From an optimization exercise on the open Yosys and OpenROAD flow, aimed at small area; shortcuts taken in it are not production practice.
Where RTL was checked, it was by simulation tests only, not by an equivalence proof against the original.
No functional check of the RTL was part of run 3.
Power figures rest on the tool's default switching activity, not on a simulated workload.

### flow/config.mk
export PLATFORM = sky130hd
export DESIGN_NAME = prbs_link_top
export DESIGN_NICKNAME = prbs_link_top
export VERILOG_FILES = /design/flow/design.v
export SDC_FILE = /design/flow/constraint.sdc
export NUM_CORES = 4
export LEC_CHECK = 0
export CAP_MARGIN = 20
export CORE_MARGIN = 2
export CORE_UTILIZATION = 40
export SLEW_MARGIN = 20
export SYNTH_HIERARCHICAL = 1
### flow/constraint.sdc
create_clock -name core_clock -period 12.0 [get_ports {clk_i}]
set_input_delay 2.4000 -clock core_clock [delete_from_list [all_inputs] [get_ports {clk_i}]]
set_output_delay 2.4000 -clock core_clock [all_outputs]
set_load 0.01 [all_outputs]
### flow/design.v
package prbs_link_pkg;
   localparam int PRBS_ORDER = 7;
   localparam int PRBS_TAP = 6;
   localparam logic [PRBS_ORDER-1:0] PRBS_SEED = '1;
   localparam int DEF_WORD_W = 64;
   localparam int DEF_NUM_LANES = 8;
   localparam int DEF_LOCK_WORDS = 4;
   localparam int WERR_W = 7;
   localparam int TOT_W = 24;
   localparam int INIT_W = 8;
   typedef struct packed {
      logic              aligned;
      logic [WERR_W-1:0] word_errors;
      logic [TOT_W-1:0]  total_errors;
   } lane_status_t;
   function automatic int sel_w(input int lanes);
      sel_w = (lanes > 1) ? $clog2(lanes) : 1;
   endfunction
endpackage
`timescale 1ns/1ps
import prbs_link_pkg::*;
module prbs7_gen #(
   parameter int WORD_W = prbs_link_pkg::DEF_WORD_W
) (
   input  logic              clk_i,
   input  logic              rst_i,
   input  logic              vld_i,
   output logic [WORD_W-1:0] word_o
);
   localparam logic [PRBS_ORDER-1:0] PRE_SEED = 7'b0101010;
   logic [PRBS_ORDER-1:0]        hist_q;
   logic [PRBS_ORDER-1:0]        hist_d;
   logic [WORD_W+PRBS_ORDER-1:0] strm;
   assign strm[PRBS_ORDER-1:0] = hist_q;
   for (genvar n = PRBS_ORDER; n < WORD_W + PRBS_ORDER; n++)
   begin : g_strm
      assign strm[n] = strm[n-PRBS_ORDER] ^ strm[n-PRBS_TAP];
   end
   assign word_o = strm[WORD_W+PRBS_ORDER-1:PRBS_ORDER];
   assign hist_d = rst_i ? '0 : (vld_i ? strm[WORD_W+PRBS_ORDER-1 -: PRBS_ORDER] : PRE_SEED);
   always_ff @(posedge clk_i)
   begin
      hist_q <= hist_d;
   end
endmodule
`timescale 1ns/1ps
import prbs_link_pkg::*;
module prbs_fa (
   input  logic a,
   input  logic b,
   input  logic c,
   output logic s,
   output logic co
);
   assign s  = a ^ b ^ c;
   assign co = (a & b) | (a & c) | (b & c);
endmodule
module prbs_popcnt63 (
   input  logic [62:0] x_i,
   output logic [5:0]  cnt_o
);
   logic s0, c0;
   prbs_fa u_fa0 (.a(x_i[0]), .b(x_i[1]), .c(x_i[2]), .s(s0), .co(c0));
   logic s1, c1;
   prbs_fa u_fa1 (.a(x_i[3]), .b(x_i[4]), .c(x_i[5]), .s(s1), .co(c1));
   logic s2, c2;
   prbs_fa u_fa2 (.a(x_i[6]), .b(x_i[7]), .c(x_i[8]), .s(s2), .co(c2));
   logic s3, c3;
   prbs_fa u_fa3 (.a(x_i[9]), .b(x_i[10]), .c(x_i[11]), .s(s3), .co(c3));
   logic s4, c4;
   prbs_fa u_fa4 (.a(x_i[12]), .b(x_i[13]), .c(x_i[14]), .s(s4), .co(c4));
   logic s5, c5;
   prbs_fa u_fa5 (.a(x_i[15]), .b(x_i[16]), .c(x_i[17]), .s(s5), .co(c5));
   logic s6, c6;
   prbs_fa u_fa6 (.a(x_i[18]), .b(x_i[19]), .c(x_i[20]), .s(s6), .co(c6));
   logic s7, c7;
   prbs_fa u_fa7 (.a(x_i[21]), .b(x_i[22]), .c(x_i[23]), .s(s7), .co(c7));
   logic s8, c8;
   prbs_fa u_fa8 (.a(x_i[24]), .b(x_i[25]), .c(x_i[26]), .s(s8), .co(c8));
   logic s9, c9;
   prbs_fa u_fa9 (.a(x_i[27]), .b(x_i[28]), .c(x_i[29]), .s(s9), .co(c9));
   logic s10, c10;
   prbs_fa u_fa10 (.a(x_i[30]), .b(x_i[31]), .c(x_i[32]), .s(s10), .co(c10));
   logic s11, c11;
   prbs_fa u_fa11 (.a(x_i[33]), .b(x_i[34]), .c(x_i[35]), .s(s11), .co(c11));
   logic s12, c12;
   prbs_fa u_fa12 (.a(x_i[36]), .b(x_i[37]), .c(x_i[38]), .s(s12), .co(c12));
   logic s13, c13;
   prbs_fa u_fa13 (.a(x_i[39]), .b(x_i[40]), .c(x_i[41]), .s(s13), .co(c13));
   logic s14, c14;
   prbs_fa u_fa14 (.a(x_i[42]), .b(x_i[43]), .c(x_i[44]), .s(s14), .co(c14));
   logic s15, c15;
   prbs_fa u_fa15 (.a(x_i[45]), .b(x_i[46]), .c(x_i[47]), .s(s15), .co(c15));
   logic s16, c16;
   prbs_fa u_fa16 (.a(x_i[48]), .b(x_i[49]), .c(x_i[50]), .s(s16), .co(c16));
   logic s17, c17;
   prbs_fa u_fa17 (.a(x_i[51]), .b(x_i[52]), .c(x_i[53]), .s(s17), .co(c17));
   logic s18, c18;
   prbs_fa u_fa18 (.a(x_i[54]), .b(x_i[55]), .c(x_i[56]), .s(s18), .co(c18));
   logic s19, c19;
   prbs_fa u_fa19 (.a(x_i[57]), .b(x_i[58]), .c(x_i[59]), .s(s19), .co(c19));
   logic s20, c20;
   prbs_fa u_fa20 (.a(x_i[60]), .b(x_i[61]), .c(x_i[62]), .s(s20), .co(c20));
   logic s21, c21;
   prbs_fa u_fa21 (.a(s0), .b(s1), .c(s2), .s(s21), .co(c21));
   logic s22, c22;
   prbs_fa u_fa22 (.a(s3), .b(s4), .c(s5), .s(s22), .co(c22));
   logic s23, c23;
   prbs_fa u_fa23 (.a(s6), .b(s7), .c(s8), .s(s23), .co(c23));
   logic s24, c24;
   prbs_fa u_fa24 (.a(s9), .b(s10), .c(s11), .s(s24), .co(c24));
   logic s25, c25;
   prbs_fa u_fa25 (.a(s12), .b(s13), .c(s14), .s(s25), .co(c25));
   logic s26, c26;
   prbs_fa u_fa26 (.a(s15), .b(s16), .c(s17), .s(s26), .co(c26));
   logic s27, c27;
   prbs_fa u_fa27 (.a(s18), .b(s19), .c(s20), .s(s27), .co(c27));
   logic s28, c28;
   prbs_fa u_fa28 (.a(s21), .b(s22), .c(s23), .s(s28), .co(c28));
   logic s29, c29;
   prbs_fa u_fa29 (.a(s24), .b(s25), .c(s26), .s(s29), .co(c29));
   logic s30, c30;
   prbs_fa u_fa30 (.a(s27), .b(s28), .c(s29), .s(s30), .co(c30));
   logic s31, c31;
   prbs_fa u_fa31 (.a(c0), .b(c1), .c(c2), .s(s31), .co(c31));
   logic s32, c32;
   prbs_fa u_fa32 (.a(c3), .b(c4), .c(c5), .s(s32), .co(c32));
   logic s33, c33;
   prbs_fa u_fa33 (.a(c6), .b(c7), .c(c8), .s(s33), .co(c33));
   logic s34, c34;
   prbs_fa u_fa34 (.a(c9), .b(c10), .c(c11), .s(s34), .co(c34));
   logic s35, c35;
   prbs_fa u_fa35 (.a(c12), .b(c13), .c(c14), .s(s35), .co(c35));
   logic s36, c36;
   prbs_fa u_fa36 (.a(c15), .b(c16), .c(c17), .s(s36), .co(c36));
   logic s37, c37;
   prbs_fa u_fa37 (.a(c18), .b(c19), .c(c20), .s(s37), .co(c37));
   logic s38, c38;
   prbs_fa u_fa38 (.a(c21), .b(c22), .c(c23), .s(s38), .co(c38));
   logic s39, c39;
   prbs_fa u_fa39 (.a(c24), .b(c25), .c(c26), .s(s39), .co(c39));
   logic s40, c40;
   prbs_fa u_fa40 (.a(c27), .b(s31), .c(s32), .s(s40), .co(c40));
   logic s41, c41;
   prbs_fa u_fa41 (.a(s33), .b(s34), .c(s35), .s(s41), .co(c41));
   logic s42, c42;
   prbs_fa u_fa42 (.a(s36), .b(s37), .c(c28), .s(s42), .co(c42));
   logic s43, c43;
   prbs_fa u_fa43 (.a(c29), .b(s38), .c(s39), .s(s43), .co(c43));
   logic s44, c44;
   prbs_fa u_fa44 (.a(s40), .b(s41), .c(c30), .s(s44), .co(c44));
   logic s45, c45;
   prbs_fa u_fa45 (.a(s42), .b(s43), .c(s44), .s(s45), .co(c45));
   logic s46, c46;
   prbs_fa u_fa46 (.a(c31), .b(c32), .c(c33), .s(s46), .co(c46));
   logic s47, c47;
   prbs_fa u_fa47 (.a(c34), .b(c35), .c(c36), .s(s47), .co(c47));
   logic s48, c48;
   prbs_fa u_fa48 (.a(c37), .b(c38), .c(c39), .s(s48), .co(c48));
   logic s49, c49;
   prbs_fa u_fa49 (.a(c40), .b(c41), .c(s46), .s(s49), .co(c49));
   logic s50, c50;
   prbs_fa u_fa50 (.a(s47), .b(c42), .c(c43), .s(s50), .co(c50));
   logic s51, c51;
   prbs_fa u_fa51 (.a(s48), .b(s49), .c(c44), .s(s51), .co(c51));
   logic s52, c52;
   prbs_fa u_fa52 (.a(s50), .b(c45), .c(s51), .s(s52), .co(c52));
   logic s53, c53;
   prbs_fa u_fa53 (.a(c46), .b(c47), .c(c48), .s(s53), .co(c53));
   logic s54, c54;
   prbs_fa u_fa54 (.a(c49), .b(c50), .c(s53), .s(s54), .co(c54));
   logic s55, c55;
   prbs_fa u_fa55 (.a(c51), .b(s54), .c(c52), .s(s55), .co(c55));
   logic s56, c56;
   prbs_fa u_fa56 (.a(c53), .b(c54), .c(c55), .s(s56), .co(c56));
   assign cnt_o[0] = s30;
   assign cnt_o[1] = s45;
   assign cnt_o[2] = s52;
   assign cnt_o[3] = s55;
   assign cnt_o[4] = s56;
   assign cnt_o[5] = c56;
endmodule
module lane_checker #(
   parameter int WORD_W = prbs_link_pkg::DEF_WORD_W
) (
   input  logic                           clk_i,
   input  logic                           rst_i,
   input  logic                           vld_i,
   input  logic [WORD_W-1:0]              rx_word_i,
   output logic                           aligned_o,
   output logic                           word_err_o,
   output logic [prbs_link_pkg::TOT_W-1:0] total_errors_o
);
   logic [PRBS_ORDER-1:0] prev_q;
   logic [WORD_W+PRBS_ORDER-1:0] hist;
   logic [WORD_W-1:0]     err_bits;
   logic [5:0]            cnt;
   logic                  raw_nz;
   logic                  clean;
   logic [2:0]            run_q;
   logic [2:0]            run_d;
   logic                  lock;
   logic [TOT_W-1:0]      tot_q;
   logic [TOT_W-1:0]      tot_d;
   logic [5:0]            add_lo;
   logic                  add_ci;
   logic [TOT_W:0]        carry;
   logic [TOT_W-1:0]      sum;
   assign hist = {rx_word_i, prev_q};
   for (genvar n = 0; n < WORD_W; n++)
   begin : g_err
      assign err_bits[n] = hist[PRBS_ORDER+n] ^ hist[n] ^ hist[n+1];
   end
   prbs_popcnt63 u_cnt (
      .x_i   (err_bits[WORD_W-2:0]),
      .cnt_o (cnt)
   );
   assign raw_nz = (cnt != '0) | err_bits[WORD_W-1];
   assign clean  = vld_i & ~raw_nz;
   assign lock = run_q[2];
   always_comb
   begin
      run_d = '0;
      if (!rst_i && clean)
      begin
         run_d = lock ? 3'd4 : run_q + 3'd1;
      end
   end
   assign add_lo = lock ? cnt : '0;
   assign add_ci = lock & err_bits[WORD_W-1];
   assign carry[0] = add_ci;
   for (genvar i = 0; i < TOT_W; i++)
   begin : g_add
      if (i < 6)
      begin : g_fa
         assign sum[i]     = tot_q[i] ^ add_lo[i] ^ carry[i];
         assign carry[i+1] = (tot_q[i] & add_lo[i]) | (tot_q[i] & carry[i]) |
                             (add_lo[i] & carry[i]);
      end
      else
      begin : g_ha
         assign sum[i]     = tot_q[i] ^ carry[i];
         assign carry[i+1] = tot_q[i] & carry[i];
      end
   end
   assign tot_d = ~{TOT_W{rst_i}} & (sum | {TOT_W{carry[TOT_W]}});
   always_ff @(posedge clk_i)
   begin
      prev_q <= rx_word_i[WORD_W-1 -: PRBS_ORDER];
      run_q  <= run_d;
      tot_q  <= tot_d;
   end
   assign aligned_o      = lock;
   assign word_err_o     = vld_i & raw_nz;
   assign total_errors_o = tot_q;
endmodule
`timescale 1ns/1ps
import prbs_link_pkg::*;
module error_readout #(
   parameter int NUM_LANES = prbs_link_pkg::DEF_NUM_LANES
) (
   input  logic                                       clk_i,
   input  logic                                       rst_i,
   input  logic [NUM_LANES-1:0]                       lane_aligned_i,
   input  logic [NUM_LANES-1:0]                       lane_err_i,
   input  logic [NUM_LANES-1:0][prbs_link_pkg::TOT_W-1:0] lane_total_i,
   input  logic [prbs_link_pkg::sel_w(NUM_LANES)-1:0] chan_sel_i,
   input  logic [prbs_link_pkg::INIT_W-1:0]           err_init_i,
   output logic [prbs_link_pkg::TOT_W-1:0]            status_o,
   output logic                                       err_flag_o,
   output logic [NUM_LANES-1:0]                       aligned_o
);
   logic [TOT_W-1:0] sel_total;
   logic [TOT_W:0]   carry;
   logic [TOT_W-1:0] sum;
   logic [TOT_W-1:0] status_d;
   logic             err_any_q;
   always_comb
   begin
      sel_total = '0;
      for (int k = 0; k < NUM_LANES; k++)
      begin
         if (int'(chan_sel_i) == k)
         begin
            sel_total = lane_total_i[k];
         end
      end
   end
   assign carry[0] = 1'b0;
   for (genvar i = 0; i < TOT_W; i++)
   begin : g_add
      if (i < INIT_W)
      begin : g_fa
         assign sum[i]     = sel_total[i] ^ err_init_i[i] ^ carry[i];
         assign carry[i+1] = (sel_total[i] & err_init_i[i]) | (sel_total[i] & carry[i]) |
                             (err_init_i[i] & carry[i]);
      end
      else
      begin : g_ha
         assign sum[i]     = sel_total[i] ^ carry[i];
         assign carry[i+1] = sel_total[i] & carry[i];
      end
   end
   assign status_d = sum | {TOT_W{carry[TOT_W]}};
   always_ff @(posedge clk_i)
   begin
      if (rst_i)
      begin
         status_o   <= '0;
         err_flag_o <= 1'b0;
         aligned_o  <= '0;
         err_any_q  <= 1'b0;
      end
      else
      begin
         status_o   <= status_d;
         err_flag_o <= err_any_q;
         aligned_o  <= lane_aligned_i;
         err_any_q  <= |lane_err_i;
      end
   end
endmodule
`timescale 1ns/1ps
import prbs_link_pkg::*;
module prbs_link_top #(
   parameter int WORD_W     = prbs_link_pkg::DEF_WORD_W,
   parameter int NUM_LANES  = prbs_link_pkg::DEF_NUM_LANES,
   parameter int LOCK_WORDS = prbs_link_pkg::DEF_LOCK_WORDS
) (
   input  logic                                       clk_i,
   input  logic                                       rst_i,
   input  logic [NUM_LANES-1:0][WORD_W-1:0]           rx_words_i,
   input  logic [prbs_link_pkg::sel_w(NUM_LANES)-1:0] chan_sel_i,
   input  logic [prbs_link_pkg::INIT_W-1:0]           err_init_i,
   output logic [WORD_W-1:0]                          tx_word_o,
   output logic [prbs_link_pkg::TOT_W-1:0]            status_o,
   output logic                                       err_flag_o,
   output logic [NUM_LANES-1:0]                       aligned_o
);
   logic                              vld_q;
   logic [NUM_LANES-1:0]              lane_aligned;
   logic [NUM_LANES-1:0]              lane_err;
   logic [NUM_LANES-1:0][TOT_W-1:0]   lane_total;
   always_ff @(posedge clk_i)
   begin
      vld_q <= ~rst_i;
   end
   prbs7_gen #(
      .WORD_W (WORD_W)
   ) u_gen (
      .clk_i  (clk_i),
      .rst_i  (rst_i),
      .vld_i  (vld_q),
      .word_o (tx_word_o)
   );
   for (genvar k = 0; k < NUM_LANES; k++)
   begin : g_lane
      lane_checker #(
         .WORD_W (WORD_W)
      ) u_chk (
         .clk_i          (clk_i),
         .rst_i          (rst_i),
         .vld_i          (vld_q),
         .rx_word_i      (rx_words_i[k]),
         .aligned_o      (lane_aligned[k]),
         .word_err_o     (lane_err[k]),
         .total_errors_o (lane_total[k])
      );
   end
   error_readout #(
      .NUM_LANES (NUM_LANES)
   ) u_readout (
      .clk_i          (clk_i),
      .rst_i          (rst_i),
      .lane_aligned_i (lane_aligned),
      .lane_err_i     (lane_err),
      .lane_total_i   (lane_total),
      .chan_sel_i     (chan_sel_i),
      .err_init_i     (err_init_i),
      .status_o       (status_o),
      .err_flag_o     (err_flag_o),
      .aligned_o      (aligned_o)
   );
endmodule
### flow/run.sh
#!/bin/bash
# synth_recipe.tcl (not shown) runs the flow's synth.tcl, then flattens the netlist and writes it again
# the make line also repeats each setting of config.mk as NAME=value (left out here)
make -C /OpenROAD-flow-scripts/flow DESIGN_CONFIG=/design/flow/config.mk WORK_HOME=/design/flow/orfs CLKGATE_MAP_FILE= SYNTH_SCRIPT=/design/flow/synth_recipe.tcl finish
==> results of run 1 <==
==> synthesized netlist by cell type, types with 13 or more instances <==
master / instances / area share [%]
sky130_fd_sc_hd__a21oi_1: 19 / 0.28
sky130_fd_sc_hd__dfxtp_1: 314 / 19
sky130_fd_sc_hd__fa_1: 511 / 30
sky130_fd_sc_hd__nor2_1: 449 / 5.0
sky130_fd_sc_hd__ha_1: 160 / 5.9
sky130_fd_sc_hd__mux2i_1: 17 / 0.50
sky130_fd_sc_hd__mux2_2: 14 / 0.47
sky130_fd_sc_hd__mux4_2: 27 / 1.8
sky130_fd_sc_hd__and2_1: 66 / 1.2
sky130_fd_sc_hd__nand3b_1: 19 / 0.42
sky130_fd_sc_hd__nor2b_1: 13 / 0.24
sky130_fd_sc_hd__o21ai_0: 14 / 0.21
sky130_fd_sc_hd__nand2_1: 14 / 0.16
sky130_fd_sc_hd__buf_4: 56 / 1.2
sky130_fd_sc_hd__inv_1: 46 / 0.51
sky130_fd_sc_hd__buf_2: 24 / 0.36
sky130_fd_sc_hd__xnor2_1: 1039 / 27
sky130_fd_sc_hd__clkbuf_1: 42 / 0.47
sky130_fd_sc_hd__xnor2_2: 17 / 0.82
sky130_fd_sc_hd__xor2_1: 24 / 0.62
sky130_fd_sc_hd__nor3_1: 27 / 0.40
sky130_fd_sc_hd__a211oi_2: 19 / 0.70
==> cell usage in the layout (no fill, tap or decap), drive strengths merged, types with 10 or more instances in the layout <==
cell,n
xnor2,1060
fa,511
nor2,449
clkdlybuf4s50,365
buf,344
dfxtp,314
dlymetal6s2s,253
ha,160
and2,66
clkbuf,52
inv,50
xor2,29
nor3,27
mux4,27
a211oi,25
nand3b,19
a21oi,19
mux2i,17
nand2,14
o21ai,14
mux2,14
nor2b,13
o221ai,11
nor4,10
==> per-module statistics from Yosys (local to each module, per instance), a selection <==
module / area (µm²) / copies in the design
prbs_fa: 20.0 / 456
prbs_link_top: 23.8 / 1
prbs_popcnt63: 45.0 / 8
==> where the power goes <==
| group | switching [W] | leakage, nW | internal (W) | total, W |
|---|---|---|---|---|
| Clock | 0.000500 | 0.676 | 0.000770 | 0.00127 |
| Sequential | 0.0000331 | 2.55 | 0.00107 | 0.00110 |
| Combinational | 0.00543 | 16.9 | 0.00524 | 0.0107 |
| Total | 0.00596 | 20.2 | 0.00709 | 0.0130 |
==> path summary, 6_finish.rpt <==
path | slack, ns | to | startpoint
setup / recovery | 0.35 | g_lane[1].u_chk.tot_q[1] | rx_words_i[116]
hold / removal | 0.45 | u_readout.err_flag_o | u_readout.err_any_q
setup reg to reg | 2.36 | g_lane[1].u_chk.tot_q[1] | g_lane[1].u_chk.prev_q[5]
hold reg to reg | 0.45 | u_readout.err_flag_o | u_readout.err_any_q
==> routing by layer <==
layer  vias up  share of wire, %  GRT usage, %
li1      11261                 -             -
met1     11136                41          26.1
met2       487                52          37.8
met3        80               4.6          3.05
met4         8               1.7          4.01
met5         -             0.056             0
==> cell type report <==
| type | instances | area share [%] |
|---|---|---|
| Clock inverter | 20 | 0.554 |
| Inverter | 46 | 0.375 |
| Multi-Input combinational cell | 2531 | 59.4 |
| Clock buffer | 51 | 2.43 |
| Timing Repair Buffer | 963 | 20.7 |
| Sequential cell | 314 | 13.7 |
| Antenna cell | 4 | 0.0217 |
| Tap cell | 1080 | 2.93 |
==> what timing repair did <==
action                                  CTS  global route
setup buffers                             0             0
resized for setup                         0           382
hold buffers                              0             0
endpoints found under the setup margin    0           184
==> stage by stage <==
step	cell area [µm²]	setup TNS (ns)	util, %	power (W)	hold slack (ns)
after floorplan	33700	0	-	0.0118	0.414
after global placement	43100	-57.85	51.6	0.0119	0.453
after detailed placement	43100	-64.58	51.6	0.0120	0.449
after CTS	44500	0	53.3	0.0133	0.458
after global routing	46100	-0.0528	55.1	0.0146	0.476
final	46100	0	55.1	0.0130	0.448
==> registers in the layout, indices dropped and copies added (netlist names) <==
signal / count
g_lane.u_chk.prev_q: 56
g_lane.u_chk.run_q: 24
u_readout.status_o: 24
u_readout.err_any_q: 1
u_readout.err_flag_o: 1
g_lane.u_chk.tot_q: 192
u_readout.aligned_o: 8
u_gen.hist_q: 7
vld_q: 1
==> cells by family (layout without fill, tap and decap cells) <==
| group | Yosys count | count (layout) | share of synthesized area, % |
|---|---|---|---|
| flip-flops | 314 | 314 | 18.6 |
| other | 0 | 4 | 0 |
| AO/OA/AOI/OAI | 103 | 103 | 2.41 |
| buffers and inverters | 181 | 1080 | 3.03 |
| AND/OR/NAND/NOR | 610 | 610 | 7.82 |
| adder cells (fa/ha/maj) | 671 | 671 | 36.3 |
| multiplexers | 58 | 58 | 2.77 |
| XOR/XNOR | 1089 | 1089 | 29.1 |
==> impl_metrics.prom, run 1 <==
# TYPE chip_impl_metric gauge
chip_impl_metric{name="drv.max_cap_violation_count",unit=""} 0
chip_impl_metric{name="drc",unit=""} 0
chip_impl_info{name="cts.root.buffer_cell",value="sky130_fd_sc_hd__clkbuf_16"} 1
chip_impl_metric{name="critical-path-max-stage-delay",unit="ns"} 0.57
chip_impl_metric{name="synthesis.instances",unit=""} 3026
chip_impl_metric{name="power_density",unit="nW/µm²"} 283
chip_impl_metric{name="timing.reg2reg.worst_path_depth",unit=""} 35
chip_impl_metric{name="cp_data_arrival_time",unit="ns"} 12.07
chip_impl_metric{name="critical_path.n_buffers_inverters",unit=""} 2
chip_impl_metric{name="gpl.final_weighted_congestion",unit=""} 0.835
chip_impl_metric{name="layout.nets",unit=""} 5091
chip_impl_metric{name="cts.reportedPaths.clkPinSlew",unit="ns"} 0.06
chip_impl_info{name="timing_worst_setup_path_type",value="in -> reg"} 1
chip_impl_metric{name="clkLatencyLatePin",unit="ns"} 0.57
chip_impl_metric{name="firstDrtPassIters",unit=""} 5
chip_impl_metric{name="cp.depth",unit=""} 36
chip_impl_metric{name="grt_max_degree",unit=""} 132
chip_impl_metric{name="report.final.slew_viol_count",unit=""} 0
chip_impl_metric{name="yosys_register_bits",unit=""} 314
chip_impl_metric{name="synth_seq_area_share",unit="%"} 18.6
chip_impl_metric{name="timing.fmax",unit="MHz"} 85.9
chip_impl_metric{name="max-clock-path-buffers",unit=""} 3
chip_impl_metric{name="initial_standard_cell_utilization_of_the_core",unit="%"} 40.4
chip_impl_metric{name="number_of_antenna_violations_at_the_first_check_in_global_routing",unit=""} 9
chip_impl_metric{name="setup_violations",unit=""} 0
chip_impl_metric{name="drt_iter0_drcs",unit=""} 711
chip_impl_metric{name="synth.yosys.warnings",unit=""} 10
chip_impl_metric{name="numPlacedInstances",unit=""} 4934
chip_impl_info{name="min-delay-path-class",value="reg -> reg"} 1
chip_impl_metric{name="grt-ovfl-total",unit=""} 0
chip_impl_metric{name="design.core.area",unit="µm²"} 83600
chip_impl_metric{name="groute.usage.overall",unit="%"} 20.8
chip_impl_metric{name="dieHeight",unit="µm"} 294
chip_impl_metric{name="final.min_clock_period",unit="ns"} 11.65
chip_impl_metric{name="num_vias",unit=""} 22972
chip_impl_info{name="clock_tree_from_tritoncts",value="done"} 1
chip_impl_metric{name="final_layout_size_suffix_gt1_share",unit="%"} 16.1
chip_impl_info{name="result_of_the_run",value="finished clean"} 1
chip_impl_metric{name="synthesis.area_per_instance",unit="µm²"} 11.2
chip_impl_metric{name="routed_wire_length_per_instance",unit="µm"} 17.9
chip_impl_metric{name="multi_input_area",unit="µm²"} 27300
chip_impl_metric{name="min_path_cells",unit=""} 1
chip_impl_metric{name="htreeDepth",unit=""} 2
chip_impl_metric{name="worst_ir_drop_vdd",unit="mV"} 0.435
chip_impl_metric{name="syn_area",unit="µm²"} 33700
chip_impl_metric{name="filler_cell_count",unit=""} 7351
chip_impl_metric{name="post_synth_num_cell_types",unit=""} 45
chip_impl_metric{name="detail_route.vias_per_cell",unit=""} 4.59
chip_impl_metric{name="layout.area.seq",unit="µm²"} 6290
chip_impl_metric{name="grt_pass1_wl",unit="µm"} 139000
chip_impl_metric{name="drt.antenna.violating_nets",unit=""} 0
chip_impl_info{name="critical_path.endpoint_type",value="flip-flop"} 1
chip_impl_metric{name="via_count_of_the_first_global_routing_pass",unit=""} 24968
chip_impl_metric{name="mappedNetlistNets",unit=""} 4222
chip_impl_info{name="crit_top_cell",value="sky130_fd_sc_hd__ha_1"} 1
chip_impl_metric{name="ioPinCount",unit=""} 622
chip_impl_metric{name="fp.dieW",unit="µm"} 294
chip_impl_metric{name="clock_sink_count",unit=""} 314
chip_impl_metric{name="postSynth.asyncResetShare",unit="%"} 0
chip_impl_metric{name="post-route-period-util",unit="%"} 97.1
chip_impl_metric{name="portBuffers",unit=""} 621
chip_impl_metric{name="hold_violations",unit=""} 0
chip_impl_metric{name="fin_cells",unit=""} 5009
chip_impl_metric{name="dp_hpwl",unit="µm"} 77600
chip_impl_metric{name="tightest_slew",unit="ns"} 1.03
chip_impl_metric{name="path_max_fanout",unit=""} 23
chip_impl_info{name="critPathLaunchType",value="primary input"} 1
chip_impl_metric{name="syn_to_final_growth",unit="%"} 36.5
chip_impl_info{name="critical_path.slowest_cell",value="sky130_fd_sc_hd__clkdlybuf4s50_1"} 1
chip_impl_metric{name="pre_cts_slack",unit="ns"} -0.445
chip_impl_metric{name="synth_enable_flop_cells",unit=""} 0
chip_impl_metric{name="relSlewSlack",unit="%"} 31.4
chip_impl_metric{name="num_rows",unit=""} 106
chip_impl_info{name="critical_path.top_delay_family",value="adder cells"} 1
chip_impl_metric{name="data_required_critical_path",unit="ns"} 12.42
chip_impl_metric{name="die_area",unit="µm²"} 86700
chip_impl_metric{name="cts_inserted_buffers",unit=""} 39
chip_impl_metric{name="p_leak",unit="nW"} 20.2
chip_impl_metric{name="fin_skew",unit="ns"} 0.0126
chip_impl_metric{name="setup_ws",unit="ns"} 0.352
chip_impl_info{name="synth_top_flop_cell",value="sky130_fd_sc_hd__dfxtp_1"} 1
chip_impl_metric{name="totalWireLength",unit="µm"} 89500
==> inputs of run 2 (changes only) <==
==> flow/flow/run.sh (new file) <==
#!/bin/bash
set -o pipefail
cp standard.sh standard.sh.txt
export BUFFER_PORTS_ARGS="-buffer_cell sky130_fd_sc_hd__buf_1"
bash standard.sh > standard.log 2>&1
==> flow/standard.sh (new file) <==
#!/bin/bash
# synth_recipe.tcl (not shown) runs the flow's synth.tcl, then flattens the netlist and writes it again
# the make line also repeats each setting of config.mk as NAME=value (left out here)
make -C /OpenROAD-flow-scripts/flow DESIGN_CONFIG=/design/flow/config.mk WORK_HOME=/design/flow/orfs CLKGATE_MAP_FILE= SYNTH_SCRIPT=/design/flow/synth_recipe.tcl "${@:-finish}"
removed: flow/run.sh
==> run 2 against run 1 <==
- still clean
- global-route usage down 1.2 points
- total power decreased by 4.0%
- core utilization down 8.4 points
- maximum frequency rose by 1.4%
- sequential share of layout area up 2.4 points
- area after synthesis stayed put
- register-to-register slack got worse by 0.16 ns
- first-iteration DRC count increased by 20%
- highest routed layer unchanged
==> impl_metrics.prom, run 2 <==
# TYPE chip_impl_metric gauge
chip_impl_metric{name="detail_route.vias_per_cell",unit=""} 4.67
chip_impl_metric{name="synth_adder_area_share",unit="%"} 36.3
chip_impl_metric{name="syn_to_final_growth",unit="%"} 15.8
chip_impl_metric{name="critical-path-max-stage-delay",unit="ns"} 0.54
chip_impl_metric{name="cts.reportedPaths.clkPinSlew",unit="ns"} 0.06
chip_impl_metric{name="design.core.area",unit="µm²"} 83600
chip_impl_metric{name="die_area",unit="µm²"} 86700
chip_impl_metric{name="final.min_clock_period",unit="ns"} 11.48
chip_impl_info{name="reg_top3",value="g_lane.u_chk.tot_q (192), g_lane.u_chk.prev_q (56)"} 1
chip_impl_metric{name="synthesis.area_per_instance",unit="µm²"} 11.2
chip_impl_metric{name="routed_wire_length_per_instance",unit="µm"} 17.4
chip_impl_metric{name="syn_area",unit="µm²"} 33700
chip_impl_metric{name="layout.nets",unit=""} 4885
chip_impl_metric{name="synth_enable_flop_cells",unit=""} 0
chip_impl_metric{name="drt.antenna.violating_nets",unit=""} 0
chip_impl_info{name="critical_path.endpoint_type",value="flip-flop"} 1
chip_impl_metric{name="totalWireLength",unit="µm"} 83500
chip_impl_metric{name="postSynth.asyncResetShare",unit="%"} 0
chip_impl_metric{name="portBuffers",unit=""} 621
chip_impl_info{name="worst_setup_path_startpoint",value="rx_words_i[264]"} 1
chip_impl_metric{name="drv.max_cap_violation_count",unit=""} 0
chip_impl_metric{name="intPower",unit="W"} 0.00661
chip_impl_metric{name="number_of_flip_flops_under_the_largest_register_name",unit=""} 192
chip_impl_info{name="r2r_end",value="g_lane[4].u_chk.tot_q[0]"} 1
chip_impl_metric{name="ioPinCount",unit=""} 622
chip_impl_metric{name="grt-ovfl-total",unit=""} 0
chip_impl_metric{name="grt_max_degree",unit=""} 182
chip_impl_metric{name="num_vias",unit=""} 22464
chip_impl_metric{name="post-route-util",unit="%"} 46.8
chip_impl_metric{name="power_density",unit="nW/µm²"} 321
chip_impl_metric{name="num_rows",unit=""} 106
chip_impl_info{name="result_of_the_run",value="finished clean"} 1
chip_impl_metric{name="compound_cell_area_share_of_the_yosys_netlist",unit="%"} 2.41
chip_impl_metric{name="data_required_critical_path",unit="ns"} 12.42
chip_impl_metric{name="synthesis.instances",unit=""} 3026
chip_impl_metric{name="ctsHoldBuffers",unit=""} 0
chip_impl_metric{name="pre_cts_slack",unit="ns"} -0.102
chip_impl_metric{name="cp.depth",unit=""} 36
chip_impl_metric{name="timing.fmax",unit="MHz"} 87.1
chip_impl_metric{name="cts_inserted_buffers",unit=""} 40
chip_impl_metric{name="setup_violations",unit=""} 0
chip_impl_metric{name="cts_resized",unit=""} 0
chip_impl_metric{name="groute.usage.overall",unit="%"} 19.5
chip_impl_metric{name="initial_standard_cell_utilization_of_the_core",unit="%"} 40.4
chip_impl_info{name="synth.area.top_cells",value="sky130_fd_sc_hd__fa_1 (30%), sky130_fd_sc_hd__xnor2_1 (27%), sky130_fd_sc_hd__dfxtp_1 (19%), sky130_fd_sc_hd__ha_1 (5.9%), sky130_fd_sc_hd__nor2_1 (5.0%)"} 1
chip_impl_metric{name="drc",unit=""} 0
chip_impl_info{name="regToRegStartpoint",value="g_lane[4].u_chk.prev_q[3]"} 1
chip_impl_metric{name="critical_path.n_buffers_inverters",unit=""} 2
chip_impl_metric{name="switching_share",unit="%"} 47.2
chip_impl_info{name="synth_top_flop_cell",value="sky130_fd_sc_hd__dfxtp_1"} 1
chip_impl_metric{name="path_max_fanout",unit=""} 23
chip_impl_metric{name="timing.reg2reg.worst_path_depth",unit=""} 35
chip_impl_metric{name="worst_ir_drop_vdd",unit="mV"} 0.552
chip_impl_info{name="critPathLaunchType",value="primary input"} 1
chip_impl_metric{name="p_leak",unit="nW"} 14.6
chip_impl_info{name="timing_worst_setup_path_type",value="in -> reg"} 1
chip_impl_metric{name="dieHeight",unit="µm"} 294
chip_impl_metric{name="mappedNetlistNets",unit=""} 4222
chip_impl_metric{name="synth_seq_area_share",unit="%"} 18.6
chip_impl_metric{name="numPlacedInstances",unit=""} 4727
chip_impl_metric{name="htreeDepth",unit=""} 2
chip_impl_metric{name="timing.reg2reg.setup_slack",unit="ns"} 2.20
chip_impl_info{name="crit_top_cell",value="sky130_fd_sc_hd__ha_1"} 1
chip_impl_metric{name="fin_cells",unit=""} 4808
chip_impl_metric{name="power.switching",unit="W"} 0.00592
chip_impl_metric{name="post_synth_num_cell_types",unit=""} 45
chip_impl_metric{name="dp_hpwl",unit="µm"} 72900
chip_impl_metric{name="yosys.area_share.xor_xnor",unit="%"} 29.1
chip_impl_metric{name="firstDrtPassIters",unit=""} 5
chip_impl_metric{name="fp.dieW",unit="µm"} 294
chip_impl_metric{name="clkLatencyLatePin",unit="ns"} 0.58
chip_impl_metric{name="synth.yosys.warnings",unit=""} 10
chip_impl_metric{name="final.hold.worst_slack",unit="ns"} 0.447
chip_impl_metric{name="relSlewSlack",unit="%"} 22.0
chip_impl_info{name="cts.root.buffer_cell",value="sky130_fd_sc_hd__clkbuf_16"} 1
chip_impl_metric{name="clock_sink_count",unit=""} 314
chip_impl_metric{name="via_count_of_the_first_global_routing_pass",unit=""} 23946
chip_impl_metric{name="yosys-mux-area-fraction",unit="%"} 2.77
chip_impl_metric{name="fin_skew",unit="ns"} 0.0322
chip_impl_metric{name="hold_violations",unit=""} 0
chip_impl_info{name="combinational_family_with_the_most_area_after_synthesis",value="adder cells"} 1
chip_impl_metric{name="gpl.final_weighted_congestion",unit=""} 0.855
chip_impl_metric{name="drt_iter0_drcs",unit=""} 850
chip_impl_metric{name="final_layout_size_suffix_gt1_share",unit="%"} 7.82
chip_impl_info{name="grt_setup_unrepaired",value="no"} 1
chip_impl_metric{name="post-route-period-util",unit="%"} 95.7
chip_impl_metric{name="max-clock-path-buffers",unit=""} 3
chip_impl_metric{name="tightest_slew",unit="ns"} 1.16
chip_impl_metric{name="report.final.slew_viol_count",unit=""} 0
chip_impl_info{name="synth_top_area_cell",value="sky130_fd_sc_hd__fa_1"} 1
chip_impl_info{name="clock_tree_from_tritoncts",value="done"} 1
chip_impl_metric{name="number_of_antenna_violations_at_the_first_check_in_global_routing",unit=""} 9
chip_impl_info{name="critical_path.slowest_cell",value="sky130_fd_sc_hd__fa_1"} 1
chip_impl_info{name="registers.top_by_ff_count",value="g_lane.u_chk.tot_q"} 1
chip_impl_metric{name="pwr-share-clk",unit="%"} 9.9
chip_impl_metric{name="postCtsSetupBuffers",unit=""} 0
chip_impl_info{name="min-delay-path-class",value="reg -> reg"} 1
chip_impl_metric{name="setup_ws",unit="ns"} 0.516
chip_impl_metric{name="pwr-share-seq",unit="%"} 8.8
chip_impl_metric{name="post-synth-top-area-fraction",unit="%"} 30.3
chip_impl_metric{name="power.combinational.fraction",unit="%"} 81.3
chip_impl_info{name="most-common-layout-cells",value="sky130_fd_sc_hd__xnor2_1 (1039), sky130_fd_sc_hd__buf_1 (617), sky130_fd_sc_hd__fa_1 (511), sky130_fd_sc_hd__nor2_1 (449), sky130_fd_sc_hd__dfxtp_1 (313)"} 1
chip_impl_info{name="synth_common_cells",value="sky130_fd_sc_hd__xnor2_1 (1039), sky130_fd_sc_hd__fa_1 (511), sky130_fd_sc_hd__nor2_1 (449), sky130_fd_sc_hd__dfxtp_1 (314), sky130_fd_sc_hd__ha_1 (160)"} 1
chip_impl_metric{name="grt_pass1_wl",unit="µm"} 132000
chip_impl_info{name="critical_path.top_delay_family",value="adder cells"} 1
chip_impl_metric{name="simple_gate_portion_of_the_synthesized_area",unit="%"} 7.82
chip_impl_info{name="yosys.cell_count.top_type",value="sky130_fd_sc_hd__xnor2_1"} 1
chip_impl_metric{name="cp_data_arrival_time",unit="ns"} 11.90
chip_impl_info{name="layout.cells.most_common",value="sky130_fd_sc_hd__xnor2_1"} 1
chip_impl_metric{name="yosys_register_bits",unit=""} 314
chip_impl_info{name="setup.worst_path.end",value="g_lane[4].u_chk.tot_q[0]"} 1
chip_impl_metric{name="totalPowerFinal",unit="W"} 0.0125
## run 2: cell count changes in the layout (fill, tap and decap cells not counted), moves of 4 or more
| cell | delta |
|---|---|
| sky130_fd_sc_hd__xnor2_2 | -117 |
| sky130_fd_sc_hd__fa_1 | +12 |
| sky130_fd_sc_hd__inv_6 | -4 |
| sky130_fd_sc_hd__clkdlybuf4s50_1 | -365 |
| sky130_fd_sc_hd__dlymetal6s2s_1 | -253 |
| sky130_fd_sc_hd__diode_2 | +4 |
| sky130_fd_sc_hd__fa_2 | -12 |
| sky130_fd_sc_hd__clkbuf_1 | +7 |
| sky130_fd_sc_hd__buf_1 | +617 |
| sky130_fd_sc_hd__xnor2_1 | +117 |
| sky130_fd_sc_hd__buf_4 | -209 |
## run 2: per-stage QoR
step           cell area, µm²  TNS [ns]
2_1_floorplan           33700         0
3_3_place_gp            37700    -0.692
3_5_place_dp            37700     -4.69
4_1_cts                 39100         0
5_1_grt                 39100         0
6_report                39100         0
## run 2: modules after synthesis, one instance, submodules excluded, excerpt
module / cells inside / copies in the design / flip-flops and latches
prbs_link_top: 2 / 1 / 1
prbs_fa: 1 / 456 / 0
prbs_popcnt63: 6 / 8 / 0
## run 2: worst min-delay path by stage
stage / startpoint / end / slack, ns / cells past startpoint
after detailed placement: u_readout.err_any_q / u_readout.err_flag_o / 0.44 / 1
after floorplan: u_readout.err_any_q / u_readout.err_flag_o / 0.41 / 1
after global routing: u_readout.err_any_q / u_readout.err_flag_o / 0.47 / 1
final: u_readout.err_any_q / u_readout.err_flag_o / 0.45 / 1
after global placement: u_readout.err_any_q / u_readout.err_flag_o / 0.43 / 1
after CTS: u_readout.err_any_q / u_readout.err_flag_o / 0.45 / 1
## run 2: cells by family (layout without fill, tap and decap cells)
kind of cell | Yosys count | count (layout)
adders and majority gates | 671 | 671
and+or+nand+nor | 610 | 610
other | 0 | 8
muxes | 58 | 58
DFF | 314 | 314
xor gates and xnor gates | 1089 | 1089
AOI/OAI and AO/OA | 103 | 103
buffers and inverters | 181 | 875
## run 2: final cells by class
| class | instances | area [µm²] |
|---|---|---|
| antenna | 8 | 20.0 |
| inverter | 46 | 173 |
| tap | 1080 | 1350 |
| fill | 7866 | 44500 |
| clock inverter | 15 | 186 |
| multi-input combinational | 2531 | 26400 |
| sequential | 314 | 6290 |
| clock buffer | 58 | 1160 |
| timing repair buffer | 756 | 3460 |
## run 2: worst reg2reg max path: cells and delay by family (launching register included)
kind	cells	cell delay, ns
buffers and inverters	1	0.16
adder cells (fa/ha/maj)	28	8.25
XOR/XNOR	2	0.37
AND/OR/NAND/NOR	4	0.54
flip-flops	1	0.33
## run 2: power by group through the flow
stage          sequential, W  clock (W)  combinational, W
6_report             0.00110    0.00124            0.0102
5_1_grt              0.00111    0.00132            0.0117
4_1_cts              0.00110    0.00129            0.0105
3_5_place_dp         0.00113          0            0.0105
3_3_place_gp         0.00113          0            0.0103
2_1_floorplan        0.00111          0            0.0107
## run 2: layer usage
layer  vias to the layer above  global-route usage [%]  routed length [µm]
li1                      10857                       -                   -
met1                     10978                    24.0               34200
met2                       523                    35.4               43400
met3                       104                    2.94                3910
met4                         2                    5.08                2010
met5                         -                       0                  13
==> inputs of run 3 (changes only) <==
--- a/flow/design.v
+++ b/flow/design.v
@@ -277,2 +277,7 @@
    logic             err_any_q;
+   logic [NUM_LANES-1:0] sel_oh;
+   for (genvar k = 0; k < NUM_LANES; k++)
+   begin : g_oh
+      assign sel_oh[k] = (chan_sel_i == k);
+   end
    always_comb
@@ -282,6 +287,3 @@
       begin
-         if (int'(chan_sel_i) == k)
-         begin
-            sel_total = lane_total_i[k];
-         end
+         sel_total = sel_total | (lane_total_i[k] & {TOT_W{sel_oh[k]}});
       end
--- a/flow/config.mk
+++ b/flow/config.mk
@@ -9,3 +9,4 @@
 export CORE_MARGIN = 2
-export CORE_UTILIZATION = 40
+export CORE_UTILIZATION = 60
+export CTS_BUF_LIST = sky130_fd_sc_hd__clkbuf_4 sky130_fd_sc_hd__clkbuf_8
 export SLEW_MARGIN = 20
==> run 3 against run 2 <==
- register-to-register slack improved by 0.02 ns
- flip-flop and latch count unchanged
- critical endpoint is now g_lane[6].u_chk.tot_q[4]
- worst hold slack worse by 0.012 ns
- die area fell by 34%
- highest routed layer is now met4
- setup slack improved by 0.031 ns
==> impl_metrics.prom, run 3 <==
# TYPE chip_impl_metric gauge
chip_impl_metric{name="max-clock-path-buffers",unit=""} 3
chip_impl_info{name="registers.top_by_ff_count",value="g_lane.u_chk.tot_q"} 1
chip_impl_metric{name="grt-ovfl-total",unit=""} 0
chip_impl_metric{name="ctsHoldBuffers",unit=""} 0
chip_impl_metric{name="drt_iter0_drcs",unit=""} 1062
chip_impl_metric{name="post-synth-top-area-fraction",unit="%"} 30.7
chip_impl_info{name="synth_common_cells",value="sky130_fd_sc_hd__xnor2_1 (1039), sky130_fd_sc_hd__fa_1 (511), sky130_fd_sc_hd__nor2_1 (407), sky130_fd_sc_hd__dfxtp_1 (314), sky130_fd_sc_hd__ha_1 (160)"} 1
chip_impl_metric{name="syn_area",unit="µm²"} 33400
chip_impl_metric{name="switching_share",unit="%"} 46.5
chip_impl_metric{name="worst_ir_drop_vdd",unit="mV"} 0.441
chip_impl_metric{name="final.hold.worst_slack",unit="ns"} 0.435
chip_impl_metric{name="fin_skew",unit="ns"} 0.0274
chip_impl_metric{name="cts.reportedPaths.clkPinSlew",unit="ns"} 0.06
chip_impl_info{name="synth_top_flop_cell",value="sky130_fd_sc_hd__dfxtp_1"} 1
chip_impl_metric{name="hold_violations",unit=""} 0
chip_impl_metric{name="final.min_clock_period",unit="ns"} 11.45
chip_impl_metric{name="synthesis.area_per_instance",unit="µm²"} 11.1
chip_impl_metric{name="path_max_fanout",unit=""} 23
chip_impl_metric{name="setup_violations",unit=""} 0
chip_impl_info{name="yosys.cell_count.top_type",value="sky130_fd_sc_hd__xnor2_1"} 1
chip_impl_metric{name="synthesis.instances",unit=""} 2996
chip_impl_metric{name="critical_path.n_buffers_inverters",unit=""} 2
chip_impl_metric{name="drv.max_cap_violation_count",unit=""} 0
chip_impl_metric{name="groute.usage.overall",unit="%"} 28.1
chip_impl_metric{name="syn_to_final_growth",unit="%"} 13.6
chip_impl_info{name="synth.area.top_cells",value="sky130_fd_sc_hd__fa_1 (31%), sky130_fd_sc_hd__xnor2_1 (27%), sky130_fd_sc_hd__dfxtp_1 (19%), sky130_fd_sc_hd__ha_1 (6.0%), sky130_fd_sc_hd__nor2_1 (4.6%)"} 1
chip_impl_metric{name="yosys_register_bits",unit=""} 314
chip_impl_metric{name="grt_pass1_wl",unit="µm"} 126000
chip_impl_metric{name="intPower",unit="W"} 0.00642
chip_impl_info{name="reg_top3",value="g_lane.u_chk.tot_q (192), g_lane.u_chk.prev_q (56)"} 1
chip_impl_info{name="min-delay-path-class",value="reg -> reg"} 1
chip_impl_metric{name="final_layout_size_suffix_gt1_share",unit="%"} 7.34
chip_impl_metric{name="fp.dieW",unit="µm"} 240
chip_impl_info{name="grt_setup_unrepaired",value="no"} 1
chip_impl_metric{name="number_of_flip_flops_under_the_largest_register_name",unit=""} 192
chip_impl_metric{name="cp_data_arrival_time",unit="ns"} 11.91
chip_impl_info{name="critical_path.top_delay_family",value="adder cells"} 1
chip_impl_metric{name="layout.area.seq",unit="µm²"} 6290
chip_impl_metric{name="cts_resized",unit=""} 0
chip_impl_metric{name="design.core.area",unit="µm²"} 55000
chip_impl_metric{name="relSlewSlack",unit="%"} 31.2
chip_impl_info{name="cts.root.buffer_cell",value="sky130_fd_sc_hd__clkbuf_8"} 1
chip_impl_metric{name="portBuffers",unit=""} 621
chip_impl_info{name="critPathLaunchType",value="primary input"} 1
chip_impl_metric{name="cts_inserted_buffers",unit=""} 56
chip_impl_metric{name="routed_wire_length_per_instance",unit="µm"} 17.8
chip_impl_metric{name="dp_hpwl",unit="µm"} 69200
chip_impl_metric{name="htreeDepth",unit=""} 2
chip_impl_metric{name="timing.fmax",unit="MHz"} 87.3
chip_impl_info{name="regToRegStartpoint",value="g_lane[6].u_chk.prev_q[2]"} 1
chip_impl_metric{name="clock_sink_count",unit=""} 314
chip_impl_metric{name="detail_route.vias_per_cell",unit=""} 5.09
chip_impl_metric{name="clkLatencyLatePin",unit="ns"} 0.62
chip_impl_info{name="timing_worst_setup_path_type",value="in -> reg"} 1
chip_impl_info{name="worst_setup_path_startpoint",value="rx_words_i[388]"} 1
chip_impl_info{name="critical_path.slowest_cell",value="sky130_fd_sc_hd__fa_1"} 1
chip_impl_metric{name="firstDrtPassIters",unit=""} 5
chip_impl_info{name="hold_path_origin",value="u_readout.err_any_q"} 1
chip_impl_metric{name="power_density",unit="nW/µm²"} 317
chip_impl_info{name="crit_top_cell",value="sky130_fd_sc_hd__ha_1"} 1
chip_impl_metric{name="report.final.slew_viol_count",unit=""} 0
chip_impl_metric{name="drt.antenna.violating_nets",unit=""} 0
chip_impl_metric{name="via_count_of_the_first_global_routing_pass",unit=""} 24243
chip_impl_metric{name="multi_input_area",unit="µm²"} 26100
chip_impl_metric{name="initial_standard_cell_utilization_of_the_core",unit="%"} 60.7
chip_impl_metric{name="post-route-period-util",unit="%"} 95.4
chip_impl_metric{name="layout.nets",unit=""} 4831
chip_impl_metric{name="die_area",unit="µm²"} 57500
chip_impl_metric{name="pwr-share-seq",unit="%"} 9.2
chip_impl_metric{name="drc",unit=""} 0
chip_impl_metric{name="synth.yosys.warnings",unit=""} 10
chip_impl_metric{name="diodes",unit=""} 0
chip_impl_metric{name="power.combinational.fraction",unit="%"} 81.4
chip_impl_metric{name="dieHeight",unit="µm"} 240
chip_impl_metric{name="gpl.final_weighted_congestion",unit=""} 0.916
chip_impl_metric{name="totalWireLength",unit="µm"} 78800
chip_impl_metric{name="totalPowerFinal",unit="W"} 0.0120
chip_impl_info{name="result_of_the_run",value="finished clean"} 1
chip_impl_metric{name="filler_cell_count",unit=""} 4334
chip_impl_info{name="synth_top_area_cell",value="sky130_fd_sc_hd__fa_1"} 1
chip_impl_metric{name="critical-path-max-stage-delay",unit="ns"} 0.61
chip_impl_metric{name="synth_enable_flop_cells",unit=""} 0
chip_impl_metric{name="postSynth.asyncResetShare",unit="%"} 0
chip_impl_info{name="layout.cells.most_common",value="sky130_fd_sc_hd__xnor2_1"} 1
chip_impl_metric{name="ioPinCount",unit=""} 622
chip_impl_metric{name="grt_max_degree",unit=""} 181
chip_impl_metric{name="pwr-share-clk",unit="%"} 9.4
chip_impl_metric{name="num_vias",unit=""} 22524
chip_impl_metric{name="p_leak",unit="nW"} 14.3
chip_impl_metric{name="data_required_critical_path",unit="ns"} 12.46
chip_impl_info{name="clock_tree_from_tritoncts",value="done"} 1
chip_impl_metric{name="number_of_antenna_violations_at_the_first_check_in_global_routing",unit=""} 0
chip_impl_metric{name="num_rows",unit=""} 86
chip_impl_metric{name="tightest_slew",unit="ns"} 1.02
chip_impl_metric{name="synth_seq_area_share",unit="%"} 18.8
chip_impl_metric{name="power.switching",unit="W"} 0.00558
chip_impl_metric{name="post_synth_num_cell_types",unit=""} 57
chip_impl_info{name="critical_path.endpoint_type",value="flip-flop"} 1
chip_impl_metric{name="postCtsSetupBuffers",unit=""} 0
chip_impl_info{name="most-common-layout-cells",value="sky130_fd_sc_hd__xnor2_1 (1039), sky130_fd_sc_hd__buf_1 (618), sky130_fd_sc_hd__fa_1 (511), sky130_fd_sc_hd__nor2_1 (407), sky130_fd_sc_hd__dfxtp_1 (313)"} 1
chip_impl_metric{name="mappedNetlistNets",unit=""} 4192
-- run 3: changes by cell type in the layout (fill, tap and decap cells not counted), moves of 21 or more --
| cell | before | now |
|---|---|---|
| sky130_fd_sc_hd__clkbuf_8 | 9 | 72 |
| sky130_fd_sc_hd__nor2_1 | 449 | 407 |
| sky130_fd_sc_hd__buf_4 | 126 | 85 |
| sky130_fd_sc_hd__clkbuf_16 | 40 | 0 |
| sky130_fd_sc_hd__a221oi_1 | 0 | 25 |
| sky130_fd_sc_hd__mux4_2 | 27 | 6 |
-- run 3: cell type report --
type	count	area share [%]
Multi-Input combinational cell	2502	68.8
Sequential cell	314	16.6
Timing Repair Buffer	715	8.32
Clock buffer	86	2.89
Tap cell	748	2.47
Clock inverter	16	0.512
Inverter	46	0.456
-- run 3: worst paths after layout --
kind                         endpoint  slack (ns)  depth (start not counted)
max          g_lane[6].u_chk.tot_q[4]        0.55                         36
min              u_readout.err_flag_o        0.44                          1
max reg2reg  g_lane[6].u_chk.tot_q[4]        2.22                         35
min reg2reg      u_readout.err_flag_o        0.44                          1
-- run 3: cell families after synthesis --
group	after synthesis	share of synthesized area, %
xor gates and xnor gates	1089	29.4
DFF	314	18.8
buffers and inverters	180	3.03
muxes	43	1.58
adders and majority gates	671	36.7
and+or+nand+nor	568	7.37
AOI/OAI and AO/OA	131	3.10
-- run 3: worst reg2reg max path: cells and delay by family (launching register included) --
family	cells	cell delay [ns]
xor+xnor	2	0.33
buf+inv	1	0.16
flops	1	0.38
fa+ha+maj	28	8.21
simple gates	4	0.55
-- run 3: layer usage --
metal / track usage, % / routed length (µm) / vias to the layer above
li1: - / - / 10711
met2: 49.5 / 39600 / 630
met4: 6.78 / 1710 / 0
met1: 36.6 / 33000 / 11071
met5: 0 / 0 / -
met3: 3.95 / 4470 / 112
-- run 3: metrics by stage --
stage	util (%)	std cells	setup slack, ns	TNS [ns]	cell area [µm²]
6_report	68.9	4427	0.546	0	37900
5_1_grt	68.9	4427	0.206	0	37900
4_1_cts	68.9	4427	0.563	0	37900
3_5_place_dp	66.6	4325	-0.0945	-1.40	36600
3_3_place_gp	66.6	4325	0.0536	0	36600
2_1_floorplan	-	2996	0.563	0	33400
-- run 3: per-module statistics from Yosys (local to each module, per instance), a selection --
module / area, µm² / flip-flops and latches / cells / times used
prbs_fa: 20.0 / 0 / 1 / 456
prbs_link_top: 23.8 / 1 / 2 / 1
prbs_popcnt63: 45.0 / 0 / 6 / 8
-- run 3: power groups by stage --
stage          Combinational, W  Clock, W  Sequential [W]
2_1_floorplan            0.0107         0         0.00111
3_3_place_gp            0.00953         0         0.00113
3_5_place_dp            0.00992         0         0.00113
4_1_cts                 0.00999   0.00115         0.00111
5_1_grt                  0.0114   0.00120         0.00111
6_report                0.00977   0.00113         0.00110

-- static timing again, ports no longer ideal --
The flow's constraints put no driver on any port. The routed layouts listed below were extracted and timed again, unchanged, in two steps. Step 1 assumes that a clkbuf_16 drives the clock port and a buf_2 every other input. Step 2 moves the port delays by t, midway between the first and last clock arrival at a register: inputs arrive t later, outputs are due t later. That takes back most of the time a late clock gives input paths. a / b / c = ideal / step 1 / step 2; a / b = the first two.
run	t (ns)	slack for setup (ns)	worst hold slack (ns)	worst setup path after step 2	worst data-port slew with drivers (ns)
run 1	0.623	0.352 / 0.380 / -0.243	0.448 / 0.448 / 0.448	input to register	0.11
run 2	0.631	0.516 / 0.543 / -0.088	0.447 / 0.447 / 0.447	input to register	0.11
run 3	0.660	0.546 / 0.572 / -0.088	0.435 / 0.435 / 0.435	input to register	0.09
With both steps, setup timing fails in every run listed, where it was met with ideal ports. The setup slack of run 3, which loses most, moves by +0.026 ns with the drivers and by -0.634 ns with both steps.
